What follows belongs to an exercise in optimizing a design on an open flow for small area and a short achievable clock period; a production flow would make more cautious choices. In this exercise RTL edits were held to simulation tests only and were not proved equivalent to the original. Power is estimated from default activity; no workload was simulated.

alpha:
Design cnn_conv_top, start of the top module:
module cnn_conv_top #(
	parameter int MAX_W          = 16,
	parameter int MAX_H          = 16,
	parameter int START_UP_DELAY = 4,
	parameter int HSYNC_DELAY    = 2
) (
	input  logic          clk,
	input  logic          rstn,
	input  logic          hsel_i,
	input  logic          hready_i,
	input  logic [1:0]    htrans_i,
	input  logic          hwrite_i,
	input  logic [31:0]   haddr_i,
	input  logic [31:0]   hwdata_i,
	output logic          hreadyout_o,
	output logic          hresp_o,
	output logic [31:0]   hrdata_o,
	output logic [7:0]    pix_o,
	output logic          pix_vld_o,
	output logic          frame_last_o
);
	logic [11:0]       width;
	logic [11:0]       height;
	logic [11:0]       startup_dly;
	logic [11:0]       hsync_dly;
	logic              is_conv3x3;
	logic              act_linear;
	logic [4:0]        bias_shift;
	logic [4:0]        out_shift;
	logic [15:0]       scale;
	logic [15:0]       bias;
	logic [71:0]       weights;
	logic              img_we;
	logic [15:0]       img_hi;
	logic [15:0]       img_lo;
	logic [7:0]        img_data;
	logic              start;
	logic              busy;
	logic              busy_n;
	logic [7:0]        rd_addr;
	logic              pad;
	logic [1:0]        tap_r;
	logic [1:0]        tap_c;
	logic [1:0]        tap_r_n;
	logic [1:0]        tap_c_n;
	logic              tap_vld;
	logic              first_tap;
	logic              last_tap;
	logic              frame_end;
	logic [7:0]        px;
	ahb_cfg_slave u_slave (
		.clk(clk), .rstn(rstn),
		.hsel_i(hsel_i), .hready_i(hready_i), .htrans_i(htrans_i),
  ...
Size in the first run: roughly 110000 um2 of cells after synthesis.
==> module ahb_cfg_slave, before the edit <==
module ahb_cfg_slave (
	input  logic        clk,
	input  logic        rstn,
	input  logic        hsel_i,
	input  logic        hready_i,
	input  logic [1:0]  htrans_i,
	input  logic        hwrite_i,
	input  logic [31:0] haddr_i,
	input  logic [31:0] hwdata_i,
	input  logic        busy_i,
	input  logic        busy_n_i,
	input  logic        frame_last_i,
	output logic        start_o,
	output logic        hreadyout_o,
	output logic        hresp_o,
	output logic [31:0] hrdata_o,
	output logic [11:0] width_o,
	output logic [11:0] height_o,
	output logic [11:0] startup_dly_o,
	output logic [11:0] hsync_dly_o,
	output logic        is_conv3x3_o,
	output logic        act_linear_o,
	output logic [4:0]  bias_shift_o,
	output logic [4:0]  out_shift_o,
	output logic [15:0] scale_o,
	output logic [15:0] bias_o,
	output logic [71:0] weights_o,
	output logic        img_we_o,
	output logic [15:0] img_hi_o,
	output logic [15:0] img_lo_o,
	output logic [7:0]  img_data_o
);
	logic [3:0]  sel_q;
	logic        wr_q;
	logic        img_wr_q;
	logic [15:0] pix_hi_q;
	logic [15:0] pix_lo_q;
	logic        done_q;
	logic [31:0] rdata_q;
	logic        we_dim, we_dly, we_cfg, we_wgt, we_par;
	logic [11:0] width_n, height_n, startup_n, hsync_n;
	logic        conv3_n, linear_n;
	logic [4:0]  bsh_n, osh_n;
	logic [15:0] scale_n, bias_n;
	logic        busy_n, done_n;
	assign hreadyout_o = 1'b1;
	assign hresp_o     = 1'b0;
	always_ff @(posedge clk or negedge rstn) begin
		if (!rstn) begin
			wr_q     <= 1'b0;
			img_wr_q <= 1'b0;
		end else begin
			wr_q     <= hsel_i && hready_i && htrans_i[1] && hwrite_i;
			img_wr_q <= hsel_i && hready_i && htrans_i[1] && hwrite_i &&
				    (haddr_i[5:2] == cnn_pkg::REG_IMAGE);
		end
	end
	always_ff @(posedge clk) begin
		sel_q <= haddr_i[5:2];
		for (int i = 0; i < 16; i++) begin
			pix_hi_q[i] <= (haddr_i[13:10] == 4'(i));
			pix_lo_q[i] <= (haddr_i[9:6] == 4'(i));
		end
	end
	assign we_dim = wr_q && (sel_q == cnn_pkg::REG_WIDTH_HEIGHT);
	assign we_dly = wr_q && (sel_q == cnn_pkg::REG_DELAY);
	assign we_cfg = wr_q && (sel_q == cnn_pkg::REG_LAYER_CFG);
	assign we_wgt = wr_q && (sel_q == cnn_pkg::REG_WEIGHT);
	assign we_par = wr_q && (sel_q == cnn_pkg::REG_PARAM);
	assign width_n   = we_dim ? hwdata_i[11:0]  : width_o;
	assign height_n  = we_dim ? hwdata_i[27:16] : height_o;
	assign startup_n = we_dly ? hwdata_i[11:0]  : startup_dly_o;
	assign hsync_n   = we_dly ? hwdata_i[23:12] : hsync_dly_o;
	assign conv3_n   = we_cfg ? hwdata_i[0]     : is_conv3x3_o;
	assign linear_n  = we_cfg ? hwdata_i[1]     : act_linear_o;
	assign bsh_n     = we_cfg ? hwdata_i[12:8]  : bias_shift_o;
	assign osh_n     = we_cfg ? hwdata_i[20:16] : out_shift_o;
	assign scale_n   = we_par ? hwdata_i[15:0]  : scale_o;
	assign bias_n    = we_par ? hwdata_i[31:16] : bias_o;
	always_ff @(posedge clk or negedge rstn) begin
		if (!rstn) begin
			width_o       <= 12'd16;
			height_o      <= 12'd16;
			startup_dly_o <= 12'd4;
			hsync_dly_o   <= 12'd2;
			is_conv3x3_o  <= 1'b1;
			act_linear_o  <= 1'b0;
			bias_shift_o  <= '0;
			out_shift_o   <= '0;
			scale_o       <= 16'd1;
			bias_o        <= '0;
		end else begin
			width_o       <= width_n;
			height_o      <= height_n;
			startup_dly_o <= startup_n;
			hsync_dly_o   <= hsync_n;
			is_conv3x3_o  <= conv3_n;
			act_linear_o  <= linear_n;
			bias_shift_o  <= bsh_n;
			out_shift_o   <= osh_n;
			scale_o       <= scale_n;
			bias_o        <= bias_n;
		end
	end
	logic       wgt_we_q;
	logic [3:0] wgt_idx_q;
	logic [7:0] wgt_dat_q;
	always_ff @(posedge clk or negedge rstn) begin
		if (!rstn)
			wgt_we_q <= 1'b0;
		else
			wgt_we_q <= we_wgt;
	end
	always_ff @(posedge clk) begin
		wgt_idx_q <= hwdata_i[3:0];
		wgt_dat_q <= hwdata_i[15:8];
	end
	always_ff @(posedge clk or negedge rstn) begin
		if (!rstn) begin
			weights_o <= '0;
		end else if (wgt_we_q) begin
			if (wgt_idx_q < 4'd9)
				weights_o[wgt_idx_q*8 +: 8] <= wgt_dat_q;
		end
	end
	assign img_we_o   = img_wr_q;
	assign img_hi_o   = pix_hi_q;
	assign img_lo_o   = pix_lo_q;
	assign img_data_o = hwdata_i[7:0];
	assign done_n = start_o ? 1'b0 : (frame_last_i ? 1'b1 : done_q);
	always_ff @(posedge clk or negedge rstn) begin
		if (!rstn) begin
			start_o <= 1'b0;
			done_q  <= 1'b0;
		end else begin
			start_o <= wr_q && (sel_q == cnn_pkg::REG_START) && hwdata_i[0] && !busy_i;
			done_q  <= done_n;
		end
	end
	assign busy_n = busy_n_i;
	always_ff @(posedge clk) begin
		case (haddr_i[5:2])
			cnn_pkg::REG_WIDTH_HEIGHT: rdata_q <= {4'b0, height_n, 4'b0, width_n};
			cnn_pkg::REG_DELAY:        rdata_q <= {8'b0, hsync_n, startup_n};
			cnn_pkg::REG_LAYER_CFG:    rdata_q <= {11'b0, osh_n, 3'b0, bsh_n,
						6'b0, linear_n, conv3_n};
			cnn_pkg::REG_PARAM:        rdata_q <= {bias_n, scale_n};
			cnn_pkg::REG_START:        rdata_q <= {31'b0, busy_n};
			cnn_pkg::REG_DONE:         rdata_q <= {31'b0, done_n};
			default:                   rdata_q <= 32'h0;
		endcase
	end
	assign hrdata_o = rdata_q;
endmodule
clock: 12.0 ns
lec_check: 0
cap_margin: 20
core_margin: 2
core_utilization: 60
cts_cluster_diameter: 150
cts_cluster_size: 24
place_density: 0.68
slew_margin: 20
standard.sh (not shown) runs the stock make flow with config.mk's settings and CLKGATE_MAP_FILE= SYNTH_SCRIPT=/design/flow/synth_recipe.tcl, a recipe that flattens the netlist after the stock synthesis.
==> flow/flow/run.sh <==
#!/bin/bash
# The standard layout (standard.sh), with two changes to how it is made:
# the timing repair steps aim at a larger setup margin, and the port
# buffers are plain buffers instead of the default delay cells. The SDC,
# and so the clock period and I/O constraints, are the design's.
set -euo pipefail
bash standard.sh SETUP_SLACK_MARGIN=8.3 \
	"BUFFER_PORTS_ARGS=-buffer_cell sky130_fd_sc_hd__buf_2" \
	finish > standard_flow.log 2>&1
The final report for alpha shows a completed flow and a layout that fails verification, specifically antenna violations.
Inputs modified between alpha and beta:
--- a/flow/design.v
+++ b/flow/design.v
@@ -115,27 +115,14 @@
 			scale_o       <= scale_n;
 			bias_o        <= bias_n;
 		end
 	end
-	logic       wgt_we_q;
-	logic [3:0] wgt_idx_q;
-	logic [7:0] wgt_dat_q;
-	always_ff @(posedge clk or negedge rstn) begin
-		if (!rstn)
-			wgt_we_q <= 1'b0;
-		else
-			wgt_we_q <= we_wgt;
-	end
-	always_ff @(posedge clk) begin
-		wgt_idx_q <= hwdata_i[3:0];
-		wgt_dat_q <= hwdata_i[15:8];
-	end
 	always_ff @(posedge clk or negedge rstn) begin
 		if (!rstn) begin
 			weights_o <= '0;
-		end else if (wgt_we_q) begin
-			if (wgt_idx_q < 4'd9)
-				weights_o[wgt_idx_q*8 +: 8] <= wgt_dat_q;
+		end else if (we_wgt) begin
+			if (hwdata_i[3:0] < 4'd9)
+				weights_o[hwdata_i[3:0]*8 +: 8] <= hwdata_i[15:8];
 		end
 	end
 	assign img_we_o   = img_wr_q;
 	assign img_hi_o   = pix_hi_q;
### Flow results
- Of alpha and beta, just one finished clean: beta.
- alpha -> stages 100% | layout checks FAIL | antenna violations
- beta and alpha ended up with roughly the same area of all placed cells without fillers.
- For total power divided by cell area, dividing the value from alpha by the value from beta gives 1.12.
- Going from alpha to beta, relative contribution of the clock network to total power shows an increase of 1.9 points; final core utilization shows an increase of 0.54 points; hold slack shows a reduction of 22 ps; number of routed nets with antenna violations shows a reduction of 1.
- In the metrics for alpha and beta, the one carrying the lower multi-input combinational cell count is beta.
- Looking at final critical delay including setup and external delays across alpha and beta, the one that comes out higher is beta.
- When beta is measured against alpha, its placement-stage worst setup slack turns out 120 ps lower.
- Diff beta..alpha | detailed-routing wirelength on met1 | negligible
- Changes observed in beta relative to alpha: logic depth of the worst register-to-register path now sits lower, netlist area before placement now sits lower.

-- re-timing with driven ports --
Ports are ideal in the flow. The routed layouts listed here were re-timed in OpenROAD.
Step 1 sets driving cells, clkbuf_16 on the clock port and buf_2 on the other inputs (assumed; they add their load-dependent delay and slew).
Step 2 moves the port delays by t, midway between the first and last clock arrival at a register: inputs arrive t later, outputs are due t later. That takes back most of the time a late clock gives input paths.
Three values: no drivers, after step 1, after step 2; two values: the first two.
run | t, ns | slack for setup (ns) | worst hold slack (ns)
alpha | 0.899 | 8.246 / 8.170 / 7.545 | 0.357 / 0.357 / 0.357
beta | 0.873 | 8.200 / 8.115 / 7.433 | 0.335 / 0.335 / 0.335
For beta, which loses most, drivers alone change the setup slack by -0.085 ns; drivers and shift together by -0.767 ns.
